What follows belongs to an exercise in optimizing a design on an open flow for small area, a short achievable clock period and few clock cycles per item; a production flow would make more cautious choices.
Only simulation tests tie the RTL to the original design; equivalence was not proved.
Power is estimated from default activity; no workload was simulated.

Design fixed_chunk_free_list, start of the top module:
module fixed_chunk_free_list
#(
   parameter int MAX_CHUNKS = 256
)(
   input  logic                  clock,
   input  logic                  reset,
   input  logic                  req_valid,
   output logic                  req_ready,
   input  logic [1:0]            req_kind,
   input  logic [OFFSET_W-1:0]   req_byte_offset,
   output logic                  rsp_valid,
   input  logic                  rsp_ready,
   output logic [1:0]            rsp_status,
   output logic [OFFSET_W-1:0]   rsp_chunk_offset,
   input  logic                  csr_psel,
   input  logic                  csr_penable,
   input  logic                  csr_pwrite,
   input  logic [CSR_ADDR_W-1:0] csr_paddr,
   input  logic [CSR_DATA_W-1:0] csr_pwdata,
   output logic [CSR_DATA_W-1:0] csr_prdata,
   output logic                  csr_pready
);
Size: about 5000 cells after synthesis, ~2200 flip-flops, roughly 130 I/O pins.
==> flow/config.mk <==
export PLATFORM = sky130hd
export DESIGN_NAME = fixed_chunk_free_list
export DESIGN_NICKNAME = fixed_chunk_free_list
export VERILOG_FILES = /design/flow/design.v
export SDC_FILE = /design/flow/constraint.sdc
export NUM_CORES = 4
export LEC_CHECK = 0
export CAP_MARGIN = 20
export CORE_MARGIN = 2
export CORE_UTILIZATION = 70
export CTS_CLUSTER_DIAMETER = 100
export CTS_CLUSTER_SIZE = 30
export SETUP_SLACK_MARGIN = 3.0
export SLEW_MARGIN = 20
==> flow/constraint.sdc <==
create_clock -name core_clock -period 6.0 [get_ports {clock}]
set_input_delay 1.2000 -clock core_clock [delete_from_list [all_inputs] [get_ports {clock}]]
set_output_delay 1.2000 -clock core_clock [all_outputs]
set_load 0.01 [all_outputs]
run.sh (not shown) runs the stock make flow with config.mk's settings and CLKGATE_MAP_FILE= SYNTH_SCRIPT=/design/flow/synth_recipe.tcl, a recipe that flattens the netlist after the stock synthesis.
Testbench counts at the start, summed over its fixed seeds: cycles 9,640, items 9,624.
==> next run, changes <==
- CTS_CLUSTER_DIAMETER: 100 -> 60
- TNS_END_PERCENT: default -> 5
=> Combinational power shrinks by a few percent. Critical path depth shrinks by 3. Maximum frequency grows slightly. Power grows by roughly a tenth. Sequential share of layout area shrinks by 1.2 points. Clock-buffer cell count grows by 51. Sequential cell count does not change. Via count grows slightly. Core utilization grows by 1.5 points.
==> next run, changes <==
- CORE_UTILIZATION: 70 -> 60
- TNS_END_PERCENT: 5 -> default
Worst hold slack gets worse by 0.0043 ns.
Wire length rose slightly.
Synthesized area does not change.
Clock skew is about the same.
==> next run, changes <==
- TNS_END_PERCENT: default -> 5
Outcome: The new run completed with no timing, DRC or antenna violations. Synthesized area does not change. Non-clock buffer count grows by 137. Power shrinks slightly. Routed wire length shrinks slightly. Sequential cell count is unchanged. Worst setup slack gets better by 0.057 ns. Sequential share of layout area barely changes. Via count grows slightly.
==> next run, changes <==
- CORE_UTILIZATION: 60 -> 70
- CTS_CLUSTER_DIAMETER: 60 -> 100
- CTS_CLUSTER_SIZE: 30 -> 28
Result:
- worst setup slack got worse by 0.19 ns
- wire length decreases slightly
- utilization increases by 9.2 points
- sequential cell count stays the same
- final area decreases by a few percent
- global-route usage increases by 4.3 points
- area after synthesis does not change
==> next run, changes <==
- CTS_CLUSTER_SIZE: 28 -> 25
Outcome: The new run completed with no timing, DRC or antenna violations; core utilization drops by 0.62 points; worst setup slack improves by 0.0076 ns; global-route usage climbs by 0.26 points.

========
== north ==
Starting RTL as in the previous note.
clock: 6.0 ns
lec_check: 0
cap_margin: 20
core_margin: 2
core_utilization: 70
cts_cluster_diameter: 80
cts_cluster_size: 30
setup_slack_margin: 3.0
slew_margin: 20
tns_end_percent: 5
Testbench counts of north, summed over its fixed seeds: cycles 9,640, items 9,624.
For south, these inputs were changed with respect to north:
# north
export LEC_CHECK = 0
export CAP_MARGIN = 20
export CORE_MARGIN = 2
export CORE_UTILIZATION = 70
export CTS_CLUSTER_DIAMETER = 80
export CTS_CLUSTER_SIZE = 30
export SETUP_SLACK_MARGIN = 3.0
export SLEW_MARGIN = 20
export TNS_END_PERCENT = 5
create_clock -name core_clock -period 6.0 [get_ports {clock}]
# south
export LEC_CHECK = 0
export CAP_MARGIN = 20
export CORE_MARGIN = 2
export CORE_UTILIZATION = 70
export CTS_CLUSTER_DIAMETER = 60
export CTS_CLUSTER_SIZE = 30
export SETUP_SLACK_MARGIN = 3.0
export SLEW_MARGIN = 20
create_clock -name core_clock -period 6.0 [get_ports {clock}]
- south ended with every stage complete and zero timing, DRC or antenna violations.
- south ended up with a higher layout overhead on the synthesized area than north did.
- Power deteriorates in south relative to north.
- Compared with north, in south global placement routability congestion picked up an extra 1.5%; share of the core filled with cells in the final layout shows an increase of 2.0 points.
- south falls short of north in final area.
- Changes observed in south relative to north: share of the final layout cell area in multi-input gates decreased 0.50 points; time the final worst path needs with I/O delays and setup fell 0.064 ns; non-clock inverter total of the final layout saw little to no change; sequential cell count shows no meaningful change.
- In the flow results for south and north, the overall fraction of global-route tracks in use is smaller on north.

## static timing again, ports no longer ideal
The flow's constraints put no driver on any port. The routed layouts listed below were extracted and timed again, unchanged, in two steps.
Step 1, drivers: a clkbuf_16 drives clock and a buf_2 each remaining input, both assumed.
Step 2 adds t to the input delays and takes it off the output delays; t is the mean of the earliest and latest rising clock arrival at the registers after step 1. Input paths then give back, and output paths get back, about the clock's delay inside the block.
a / b / c = ideal ports / drivers / drivers and shift; a / b = the first two.
run | t, ns | slack for setup (ns) | latest minus earliest clock arrival (ns)
the first run of note 1 | 0.812 | 2.558 / 2.558 / 2.156 | 0.034 / 0.034
the second run of note 1 | 0.881 | 2.579 / 2.579 / 1.780 | 0.038 / 0.037
the third run of note 1 | 0.883 | 2.602 / 2.602 / 2.194 | 0.045 / 0.045
the fourth run of note 1 | 0.875 | 2.660 / 2.660 / 2.097 | 0.050 / 0.050
the fifth run of note 1 | 0.812 | 2.465 / 2.465 / 1.996 | 0.064 / 0.064
the sixth run of note 1 | 0.823 | 2.473 / 2.473 / 2.007 | 0.048 / 0.047
north | 0.821 | 2.565 / 2.565 / 2.026 | 0.046 / 0.046
south | 0.893 | 2.629 / 2.629 / 2.072 | 0.040 / 0.040
After both steps setup and hold are still met in every run listed. For the second run of note 1, which loses most, drivers alone change the setup slack by 0.000 ns; drivers and shift together by -0.799 ns.
